This design comes from an exercise in tuning for small area, a short achievable clock period and few clock cycles on the open sky130 flow, not from production work.
No activity file was given, so power comes from the tool's default toggle rates.

== run a ==
Design cab_bridge_top, start of the top module:
module cab_bridge_top (
  input  logic        clk,
  input  logic        rst_n,
  input  logic [31:0] maddr,
  input  logic [63:0] mwdata,
  input  logic [1:0]  mwr,
  input  logic [1:0]  mreq,
  output logic [1:0]  mrdy,
  output logic [1:0]  mdn,
  output logic [63:0] mrdata,
  input  logic [1:0]  srdy,
  input  logic [1:0]  sack,
  input  logic [31:0] sackdata,
  output logic [1:0]  sreq,
  output logic [31:0] sreqdata
);
  cab_bridge u_bridge (.*);
endmodule
clock: 7.0 ns
lec_check: 0
cap_margin: 20
core_margin: 2
core_utilization: 65
setup_slack_margin: 3.5
slew_margin: 20
standard.sh (not shown) runs the stock make flow with config.mk's settings and CLKGATE_MAP_FILE= SYNTH_SCRIPT=/design/flow/synth_recipe.tcl, a recipe that flattens the netlist after the stock synthesis.
==> flow/flow/run.sh <==
#!/bin/bash
# standard layout, with plain buffers on the ports instead of the delay cells
# buffer_ports picks, and a clock tree without dummy loads
set -euo pipefail
bash standard.sh "BUFFER_PORTS_ARGS=-buffer_cell sky130_fd_sc_hd__buf_1" \
  "CTS_ARGS=-sink_clustering_enable -repair_clock_nets -dont_use_dummy_load -sink_clustering_size 30 -buf_list sky130_fd_sc_hd__clkbuf_8 -root_buf sky130_fd_sc_hd__clkbuf_16" \
  finish > standard.log 2>&1
Run a finished every step from synthesis to the final layout, and the layout passed the timing, DRC and antenna checks.
For run b, these inputs were changed with respect to run a:
-- flow/design.v --
<<< run a, line 24
`timescale 1ns/1ns
module cab_bridge #(
  parameter int O_DEPTH = 5,        
  parameter int SLOTS = 1,          
  parameter int TIMEOUT_CYCLES = 64
) (
>>> run b, line 24
`timescale 1ns/1ns
module cab_bridge #(
  parameter int O_DEPTH = 6,        
  parameter int SLOTS = 1,          
  parameter int POPR = 0,           
  parameter int POPW = 0,           
  parameter int RBLK = 0,           
  parameter int TIMEOUT_CYCLES = 64
) (
<<< run a, line 65
  logic [SLOTS-1:0] sel [2];        
  logic [1:0]    ok_q;              
  logic [1:0]  l_map, l_sl;         
  logic [1:0]  rdy_l;
  logic [1:0]  l_acc;               
>>> run b, line 68
  logic [SLOTS-1:0] sel [2];        
  logic [1:0]    ok_q;              
  logic [1:0]    lst_q;             
  logic [1:0]    okw_q;             
  logic [1:0]    okwo_q;            
  logic [1:0]    lstw_q;            
  logic [1:0]  l_map, l_sl;         
  logic [1:0]  okr, okw;            
  logic [1:0]  rdy_l;
  logic [1:0]  l_acc;               
<<< run a, line 78
  logic [1:0]  xfer;
  logic [1:0]  lastw;
  for (genvar m = 0; m < 2; m++) begin : g_lane
    assign l_map[m] = maddr[m*16 + 13 +: 3] == 3'b000;
    assign l_sl[m] = maddr[m*16 + 12];
    assign rdy_l[m] = (l_sl[m] ? ok_q[1] : ok_q[0]) && !(mwr[m] && wbv);
    assign l_acc[m] = mreq[m] && rdy_l[m] && l_map[m];
  end
>>> run b, line 86
  logic [1:0]  xfer;
  logic [1:0]  lastw;
  for (genvar s = 0; s < 2; s++) begin : g_ok
    assign okr[s] = RBLK ? okw[s] : ok_q[s] || (POPR && srdy[s] && lst_q[s]);
    assign okw[s] = okw_q[s] || (POPW && ((srdy[1-s] && okwo_q[s]) || (srdy[s] && lstw_q[s])));
  end
  for (genvar m = 0; m < 2; m++) begin : g_lane
    assign l_map[m] = maddr[m*16 + 13 +: 3] == 3'b000;
    assign l_sl[m] = maddr[m*16 + 12];
    assign rdy_l[m] = l_sl[m] ? (mwr[m] ? okw[1] : okr[1]) : (mwr[m] ? okw[0] : okr[0]);
    assign l_acc[m] = mreq[m] && rdy_l[m] && l_map[m];
  end
<<< run a, line 179
      hsel <= '0;
      ok_q <= '0;
      for (int s = 0; s < 2; s++) begin
        wd_cnt[s] <= '0;
>>> run b, line 191
      hsel <= '0;
      ok_q <= '0;
      lst_q <= '0;
      okw_q <= '0;
      okwo_q <= '0;
      lstw_q <= '0;
      for (int s = 0; s < 2; s++) begin
        wd_cnt[s] <= '0;
<<< run a, line 207
        end
        ok_q[s] <= !hv_nx[s] && !o_full_nx;
      end
    end
>>> run b, line 223
        end
        ok_q[s] <= !hv_nx[s] && !o_full_nx;
        lst_q[s] <= cs_nx[s] && (!hw_nx[s] || p2_nx[s]) && !o_full_nx;
        okw_q[s] <= !hv_nx[s] && !o_full_nx && !wbv_nx;
        okwo_q[s] <= !hv_nx[s] && !o_full_nx && cs_nx[1-s] && p2_nx[1-s];
        lstw_q[s] <= cs_nx[s] && (!hw_nx[s] || p2_nx[s]) && !o_full_nx && (!wbv_nx || hw_nx[s]);
      end
    end
==> comparison <==
- Run b completed every stage of the flow, and the final layout passed the timing, DRC and antenna checks.
- Run b vs run a, wire length after detailed routing went up by 0.47%.
- Sort run b and run a by first-pass GRT wire length asc -> top: run a
- Against run a, run b reports a number of cells upsized or downsized after cts that is higher.
- In run b the met2 routing resource usage after global routing turned out 0.43 points lower than in run a.
- Reported leakage power was lower in run a than in run b.
- As far as area share of fa/ha/maj cells after synthesis is concerned, run a and run b perform about the same.
No run of this note included a check of the RTL's function; only the layout flow was run.

========
The RTL this note starts from:
==> flow/design.v <==
package cab_bus_pkg;
  typedef logic [15:0] addr_t;
  typedef logic [31:0] data_t;
  typedef logic [15:0] half_t;
  typedef union packed {
    struct packed {
      logic [13:0] offset;
      logic        rsvd;
      logic        wr;
    } hdr;
    half_t data;
  } sreq_word_u;
  typedef enum logic [1:0] {
    send_addr,
    send_wdata_lo,
    send_wdata_hi
  } send_state_t;
endpackage
package cab_map_pkg;
  localparam int CAB_WINDOW = 4096;
  localparam int HDR_OFS_LSB = 2;
  localparam int DEFAULT_TIMEOUT = 250000;
endpackage
`timescale 1ns/1ns
module cab_bridge #(
  parameter int O_DEPTH = 5,        
  parameter int SLOTS = 1,          
  parameter int TIMEOUT_CYCLES = 64
) (
  input  logic        clk,
  input  logic        rst_n,
  input  logic [31:0] maddr,
  input  logic [63:0] mwdata,
  input  logic [1:0]  mwr,
  input  logic [1:0]  mreq,
  output logic [1:0]  mrdy,
  output logic [1:0]  mdn,
  output logic [63:0] mrdata,
  input  logic [1:0]  srdy,
  input  logic [1:0]  sack,
  input  logic [31:0] sackdata,
  output logic [1:0]  sreq,
  output logic [31:0] sreqdata
);
  localparam int OC = $clog2(O_DEPTH + 1);
  localparam int CNT_W = $clog2(TIMEOUT_CYCLES + 1);
  logic          cur_m;             
  logic [1:0]    hv;                
  logic [1:0]    hw;                
  logic [9:0]    hofs [2];          
  logic [1:0]    p1, p2;            
  logic [1:0]    cs;                
  logic          wbv;               
  logic [31:0]   wbuf;
  logic [1:0]    o_mem [O_DEPTH];   
  logic [OC-1:0] o_cnt;
  logic [OC-1:0] wd_cnt [2];        
  logic [1:0]    rd_out [2];        
  logic [1:0]    rcnt [2];          
  logic [1:0]    r_wp, r_rp;        
  logic [1:0]    hsel;              
  logic [31:0]   rmem [2][SLOTS];
  logic [CNT_W-1:0] t_cnt;
  logic          ans;               
  logic [SLOTS-1:0] sel [2];        
  logic [1:0]    ok_q;              
  logic [1:0]  l_map, l_sl;         
  logic [1:0]  rdy_l;
  logic [1:0]  l_acc;               
  logic        m1;
  logic        a_wr;
  logic [9:0]  a_ofs;
  logic [31:0] a_wd;
  logic [1:0]  push;
  logic        o_push;
  logic        w_push;
  logic        acc;
  logic [1:0]  xfer;
  logic [1:0]  lastw;
  for (genvar m = 0; m < 2; m++) begin : g_lane
    assign l_map[m] = maddr[m*16 + 13 +: 3] == 3'b000;
    assign l_sl[m] = maddr[m*16 + 12];
    assign rdy_l[m] = (l_sl[m] ? ok_q[1] : ok_q[0]) && !(mwr[m] && wbv);
    assign l_acc[m] = mreq[m] && rdy_l[m] && l_map[m];
  end
  assign mrdy = rdy_l;
  assign acc = (mreq[0] && rdy_l[0]) || (mreq[1] && rdy_l[1]);
  assign push[0] = (l_acc[0] && !l_sl[0]) || (l_acc[1] && !l_sl[1]);
  assign push[1] = (l_acc[0] && l_sl[0]) || (l_acc[1] && l_sl[1]);
  assign o_push = l_acc[0] || l_acc[1];
  assign w_push = (l_acc[0] && mwr[0]) || (l_acc[1] && mwr[1]);
  assign m1 = mreq[1];
  assign a_wr = (mreq[0] && mwr[0]) || (mreq[1] && mwr[1]);
  assign a_ofs = ({10{mreq[0]}} & maddr[11:2]) | ({10{mreq[1]}} & maddr[27:18]);
  assign a_wd = ({32{mreq[0]}} & mwdata[31:0]) | ({32{mreq[1]}} & mwdata[63:32]);
  for (genvar s = 0; s < 2; s++) begin : g_x
    assign xfer[s] = srdy[s] && cs[s];
    assign lastw[s] = !hw[s] || p2[s];
  end
  logic          hd_s, hd_w;        
  logic          nh_s, nh_w;        
  logic [OC-1:0] o_base, o_inc;     
  logic          o_left;            
  logic          o_full_nx;
  logic          h_wait;
  logic          t_hit_nx;
  logic [1:0]    hv_nx, hw_nx, p1_nx, p2_nx, cs_nx;
  logic [1:0]    wpop, rpop, rtake;
  logic [1:0]    rd_sent, wr_sent, rpush;
  logic [OC-1:0] wd_nx [2];
  logic [1:0]    wd_nz_nx;
  logic [1:0]    rd_out_nx [2];
  logic [1:0]    rd_nz_nx;
  logic [1:0]    rd_room_nx;
  logic [1:0]    rcnt_nx [2];
  logic [1:0]    rc_nz_nx;
  logic [1:0]    r_rp_nx;
  logic [1:0]    nh_rd;             
  logic          h_wait_nx;
  logic          ans_nx;
  logic          wbv_nx;
  assign {hd_s, hd_w} = o_mem[0];
  assign {nh_s, nh_w} = ans ? o_mem[1] : o_mem[0];
  assign o_base = ans ? o_cnt - 1'b1 : o_cnt;
  assign o_inc = ans ? o_cnt : o_cnt + 1'b1;
  assign o_left = o_base != '0;
  assign o_full_nx = o_push ? (o_inc == OC'(O_DEPTH)) : (o_base == OC'(O_DEPTH));
  for (genvar s = 0; s < 2; s++) begin : g_nx
    logic [OC-1:0] wd_base, wd_inc;
    logic [1:0]    rd_base, rd_inc, rc_base, rc_inc;
    assign nh_rd[s] = o_left && !nh_w && nh_s == s[0];
    assign rd_sent[s] = xfer[s] && !hw[s];
    assign wr_sent[s] = xfer[s] && p2[s];
    assign rpush[s] = sack[s] && hsel[s];
    assign wpop[s] = ans && hd_w && hd_s == s[0];
    assign rpop[s] = ans && !hd_w && hd_s == s[0];
    assign rtake[s] = rpop[s] && rcnt[s] != 2'd0;
    assign wd_base = wpop[s] ? wd_cnt[s] - 1'b1 : wd_cnt[s];
    assign wd_inc = wpop[s] ? wd_cnt[s] : wd_cnt[s] + 1'b1;
    assign wd_nx[s] = wr_sent[s] ? wd_inc : wd_base;
    assign wd_nz_nx[s] = wr_sent[s] || wd_base != '0;
    assign rd_base = rpop[s] ? rd_out[s] - 1'b1 : rd_out[s];
    assign rd_inc = rpop[s] ? rd_out[s] : rd_out[s] + 1'b1;
    assign rd_out_nx[s] = rd_sent[s] ? rd_inc : rd_base;
    assign rd_nz_nx[s] = rd_sent[s] || rd_base != '0;
    assign rd_room_nx[s] = rd_sent[s] ?
        (rd_inc < 2'(SLOTS) || (rd_inc == 2'(SLOTS) && nh_rd[s])) :
        (rd_base < 2'(SLOTS) || (rd_base == 2'(SLOTS) && nh_rd[s]));
    assign rc_base = rtake[s] ? rcnt[s] - 1'b1 : rcnt[s];
    assign rc_inc = rtake[s] ? rcnt[s] : rcnt[s] + 1'b1;
    assign rcnt_nx[s] = (SLOTS > 1) ? (rpush[s] ? rc_inc : rc_base) : {1'b0, rpush[s] || rc_base[0]};
    assign rc_nz_nx[s] = rpush[s] || rc_base != '0;
    assign r_rp_nx[s] = (SLOTS > 1) && (r_rp[s] ^ rtake[s]);
    assign hv_nx[s] = push[s] || (hv[s] && !(xfer[s] && lastw[s]));
    assign hw_nx[s] = push[s] ? a_wr : hw[s];
    assign p1_nx[s] = push[s] ? 1'b0 : xfer[s] ? (hw[s] && !p1[s] && !p2[s]) : p1[s];
    assign p2_nx[s] = push[s] ? 1'b0 : xfer[s] ? p1[s] : p2[s];
    assign cs_nx[s] = hv_nx[s] && (hw_nx[s] || rd_room_nx[s]);
  end
  assign h_wait = o_cnt != '0 && !hd_w && rd_out[hd_s] != '0 && rcnt[hd_s] == '0;
  assign t_hit_nx = h_wait && !ans && t_cnt == CNT_W'(TIMEOUT_CYCLES - 2);
  assign h_wait_nx = o_left && !nh_w && rd_nz_nx[nh_s] && !rc_nz_nx[nh_s];
  assign ans_nx = o_left && (nh_w ? wd_nz_nx[nh_s] : (rc_nz_nx[nh_s] || (t_hit_nx && h_wait_nx)));
  assign wbv_nx = w_push || (wbv && !wr_sent[0] && !wr_sent[1]);
  always_ff @(posedge clk or negedge rst_n) begin
    if (!rst_n) begin
      cur_m <= 1'b0;
      hv <= '0;
      p1 <= '0;
      p2 <= '0;
      cs <= '0;
      wbv <= 1'b0;
      o_cnt <= '0;
      t_cnt <= '0;
      ans <= 1'b0;
      mdn <= '0;
      r_wp <= '0;
      r_rp <= '0;
      hsel <= '0;
      ok_q <= '0;
      for (int s = 0; s < 2; s++) begin
        wd_cnt[s] <= '0;
        rd_out[s] <= '0;
        rcnt[s] <= '0;
        sel[s] <= '0;
      end
    end else begin
      if (acc) cur_m <= m1;
      hv <= hv_nx;
      p1 <= p1_nx;
      p2 <= p2_nx;
      cs <= cs_nx;
      wbv <= wbv_nx;
      o_cnt <= o_push ? o_inc : o_base;
      t_cnt <= (h_wait && !ans) ? t_cnt + 1'b1 : '0;
      ans <= ans_nx;
      mdn <= ans_nx ? (cur_m ? 2'b10 : 2'b01) : 2'b00;
      r_rp <= r_rp_nx;
      for (int s = 0; s < 2; s++) begin
        wd_cnt[s] <= wd_nx[s];
        rd_out[s] <= rd_out_nx[s];
        rcnt[s] <= rcnt_nx[s];
        if (sack[s]) hsel[s] <= !hsel[s];
        if (rpush[s] && SLOTS > 1) r_wp[s] <= !r_wp[s];
        for (int k = 0; k < SLOTS; k++) begin
          sel[s][k] <= nh_rd[s] && rc_nz_nx[s] && r_rp_nx[s] == k[0];
        end
        ok_q[s] <= !hv_nx[s] && !o_full_nx;
      end
    end
  end
  always_ff @(posedge clk) begin
    for (int i = 0; i < O_DEPTH; i++) begin
      if (o_push && OC'(i) == o_base) begin
        o_mem[i] <= {push[1], a_wr};
      end else if (ans && i < O_DEPTH - 1) begin
        o_mem[i] <= o_mem[i + 1];
      end
    end
  end
  always_ff @(posedge clk) begin
    for (int s = 0; s < 2; s++) begin
      if (push[s]) begin
        hw[s] <= a_wr;
        hofs[s] <= a_ofs;
      end
      if (sack[s] && !hsel[s]) rmem[s][SLOTS > 1 ? r_wp[s] : 1'b0][15:0] <= sackdata[s*16 +: 16];
      if (sack[s] && hsel[s]) rmem[s][SLOTS > 1 ? r_wp[s] : 1'b0][31:16] <= sackdata[s*16 +: 16];
    end
    if (w_push) wbuf <= a_wd;
  end
  for (genvar s = 0; s < 2; s++) begin : g_out
    assign sreq[s] = srdy[s] && cs[s];
    assign sreqdata[s*16 +: 16] = p1[s] ? wbuf[15:0] :
                                  p2[s] ? wbuf[31:16] : {4'b0, hofs[s], 1'b0, hw[s]};
  end
  logic [31:0] rd;
  always_comb begin
    rd = '0;
    for (int s = 0; s < 2; s++)
      for (int k = 0; k < SLOTS; k++)
        rd = rd | ({32{sel[s][k]}} & rmem[s][k]);
  end
  assign mrdata = {rd, rd};
endmodule
`timescale 1ns/1ns
module cab_bridge_top (
  input  logic        clk,
  input  logic        rst_n,
  input  logic [31:0] maddr,
  input  logic [63:0] mwdata,
  input  logic [1:0]  mwr,
  input  logic [1:0]  mreq,
  output logic [1:0]  mrdy,
  output logic [1:0]  mdn,
  output logic [63:0] mrdata,
  input  logic [1:0]  srdy,
  input  logic [1:0]  sack,
  input  logic [31:0] sackdata,
  output logic [1:0]  sreq,
  output logic [31:0] sreqdata
);
  cab_bridge u_bridge (.*);
endmodule
export LEC_CHECK = 0
export CAP_MARGIN = 20
export CORE_MARGIN = 2
export CORE_UTILIZATION = 75
export SETUP_SLACK_MARGIN = 3.7
export SLEW_MARGIN = 20
create_clock -name core_clock -period 7.0 [get_ports {clk}]
Scripts as last shown in full above: flow/flow/run.sh
Then changed:
--- a/flow/design.v
+++ b/flow/design.v
@@ -22,12 +22,11 @@
   localparam int DEFAULT_TIMEOUT = 250000;
 endpackage
 `timescale 1ns/1ns
 module cab_bridge #(
   parameter int O_DEPTH = 5,        
-  parameter int SLOTS = 1,          
-  parameter int TIMEOUT_CYCLES = 64
+  parameter int SLOTS = 1           
 ) (
   input  logic        clk,
   input  logic        rst_n,
   input  logic [31:0] maddr,
   input  logic [63:0] mwdata,
@@ -41,11 +40,11 @@
   input  logic [31:0] sackdata,
   output logic [1:0]  sreq,
   output logic [31:0] sreqdata
 );
   localparam int OC = $clog2(O_DEPTH + 1);
-  localparam int CNT_W = $clog2(TIMEOUT_CYCLES + 1);
+  localparam logic [5:0] T_HIT = 6'b100000;
   logic          cur_m;             
   logic [1:0]    hv;                
   logic [1:0]    hw;                
   logic [9:0]    hofs [2];          
   logic [1:0]    p1, p2;            
@@ -58,11 +57,11 @@
   logic [1:0]    rd_out [2];        
   logic [1:0]    rcnt [2];          
   logic [1:0]    r_wp, r_rp;        
   logic [1:0]    hsel;              
   logic [31:0]   rmem [2][SLOTS];
-  logic [CNT_W-1:0] t_cnt;
+  logic [5:0]    t_cnt;             
   logic          ans;               
   logic [SLOTS-1:0] sel [2];        
   logic [1:0]    ok_q;              
   logic [1:0]  l_map, l_sl;         
   logic [1:0]  rdy_l;
@@ -78,11 +77,11 @@
   logic [1:0]  xfer;
   logic [1:0]  lastw;
   for (genvar m = 0; m < 2; m++) begin : g_lane
     assign l_map[m] = maddr[m*16 + 13 +: 3] == 3'b000;
     assign l_sl[m] = maddr[m*16 + 12];
-    assign rdy_l[m] = (l_sl[m] ? ok_q[1] : ok_q[0]) && !(mwr[m] && wbv);
+    assign rdy_l[m] = l_sl[m] ? ok_q[1] : ok_q[0];
     assign l_acc[m] = mreq[m] && rdy_l[m] && l_map[m];
   end
   assign mrdy = rdy_l;
   assign acc = (mreq[0] && rdy_l[0]) || (mreq[1] && rdy_l[1]);
   assign push[0] = (l_acc[0] && !l_sl[0]) || (l_acc[1] && !l_sl[1]);
@@ -156,11 +155,11 @@
     assign p1_nx[s] = push[s] ? 1'b0 : xfer[s] ? (hw[s] && !p1[s] && !p2[s]) : p1[s];
     assign p2_nx[s] = push[s] ? 1'b0 : xfer[s] ? p1[s] : p2[s];
     assign cs_nx[s] = hv_nx[s] && (hw_nx[s] || rd_room_nx[s]);
   end
   assign h_wait = o_cnt != '0 && !hd_w && rd_out[hd_s] != '0 && rcnt[hd_s] == '0;
-  assign t_hit_nx = h_wait && !ans && t_cnt == CNT_W'(TIMEOUT_CYCLES - 2);
+  assign t_hit_nx = h_wait && !ans && t_cnt == T_HIT;
   assign h_wait_nx = o_left && !nh_w && rd_nz_nx[nh_s] && !rc_nz_nx[nh_s];
   assign ans_nx = o_left && (nh_w ? wd_nz_nx[nh_s] : (rc_nz_nx[nh_s] || (t_hit_nx && h_wait_nx)));
   assign wbv_nx = w_push || (wbv && !wr_sent[0] && !wr_sent[1]);
   always_ff @(posedge clk or negedge rst_n) begin
     if (!rst_n) begin
@@ -171,11 +170,10 @@
       cs <= '0;
       wbv <= 1'b0;
       o_cnt <= '0;
       t_cnt <= '0;
       ans <= 1'b0;
-      mdn <= '0;
       r_wp <= '0;
       r_rp <= '0;
       hsel <= '0;
       ok_q <= '0;
       for (int s = 0; s < 2; s++) begin
@@ -190,24 +188,23 @@
       p1 <= p1_nx;
       p2 <= p2_nx;
       cs <= cs_nx;
       wbv <= wbv_nx;
       o_cnt <= o_push ? o_inc : o_base;
-      t_cnt <= (h_wait && !ans) ? t_cnt + 1'b1 : '0;
+      t_cnt <= (h_wait && !ans) ? {t_cnt[4:0], t_cnt[5] ~^ t_cnt[4]} : '0;
       ans <= ans_nx;
-      mdn <= ans_nx ? (cur_m ? 2'b10 : 2'b01) : 2'b00;
       r_rp <= r_rp_nx;
       for (int s = 0; s < 2; s++) begin
         wd_cnt[s] <= wd_nx[s];
         rd_out[s] <= rd_out_nx[s];
         rcnt[s] <= rcnt_nx[s];
         if (sack[s]) hsel[s] <= !hsel[s];
         if (rpush[s] && SLOTS > 1) r_wp[s] <= !r_wp[s];
         for (int k = 0; k < SLOTS; k++) begin
           sel[s][k] <= nh_rd[s] && rc_nz_nx[s] && r_rp_nx[s] == k[0];
         end
-        ok_q[s] <= !hv_nx[s] && !o_full_nx;
+        ok_q[s] <= !hv_nx[s] && !o_full_nx && !wbv_nx;
       end
     end
   end
   always_ff @(posedge clk) begin
     for (int i = 0; i < O_DEPTH; i++) begin
@@ -232,10 +229,11 @@
   for (genvar s = 0; s < 2; s++) begin : g_out
     assign sreq[s] = srdy[s] && cs[s];
     assign sreqdata[s*16 +: 16] = p1[s] ? wbuf[15:0] :
                                   p2[s] ? wbuf[31:16] : {4'b0, hofs[s], 1'b0, hw[s]};
   end
+  assign mdn = {ans && cur_m, ans && !cur_m};
   logic [31:0] rd;
   always_comb begin
     rd = '0;
     for (int s = 0; s < 2; s++)
       for (int k = 0; k < SLOTS; k++)
Effect:
- synthesized area goes down by 0.53%
- routed wire length grows by 0.54%
- final area went down by 1.4%
- non-clock buffer count went down by 2
- combinational power stays flat
- core utilization decreases by 0.81 points
- critical path depth went down by 1
- hold slack gets better by 6.9 ps
- fmax increases by 1.9%
- clock power hardly moves
- power drops by 2.0%
- global-route usage rises by 2.0 points
Function was not checked in any run of this note: the RTL went through the layout flow alone.

==> what the ideal ports hide <==
In the flow no input, the clock included, has a driving cell. The finished layouts below were timed again as built, in two steps.
Step 1 (the two cells are an assumption about what drives the block):
set clk [get_ports {clk}]
set_driving_cell -lib_cell sky130_fd_sc_hd__clkbuf_16 $clk
set_driving_cell -lib_cell sky130_fd_sc_hd__buf_2 [delete_from_list [all_inputs] $clk]
Step 2 times the ports against the registers' clock, not the clock port: input delays grow and output delays shrink by t, the midpoint of the rising clock arrivals with the driver on.
Three values: no drivers, after step 1, after step 2; two values: the first two.
| run | t (ns) | setup WS [ns] | worst hold slack (ns) | latest minus earliest clock arrival (ns) |
|---|---|---|---|---|
| run a | 0.408 | 3.542 / 3.501 / 3.187 | 0.482 / 0.482 / 0.482 | 0.026 / 0.026 |
| run b | 0.406 | 3.451 / 3.394 / 3.251 | 0.486 / 0.486 / 0.486 | 0.022 / 0.021 |
| the first run of note 2 | 0.411 | 3.592 / 3.544 / 3.293 | 0.486 / 0.486 / 0.486 | 0.023 / 0.023 |
| the second run of note 2 | 0.400 | 3.656 / 3.616 / 3.438 | 0.493 / 0.493 / 0.493 | 0.050 / 0.051 |
After both steps setup and hold are still met in every run listed. For run a, which loses most, drivers alone change the setup slack by -0.041 ns; drivers and shift together by -0.355 ns.
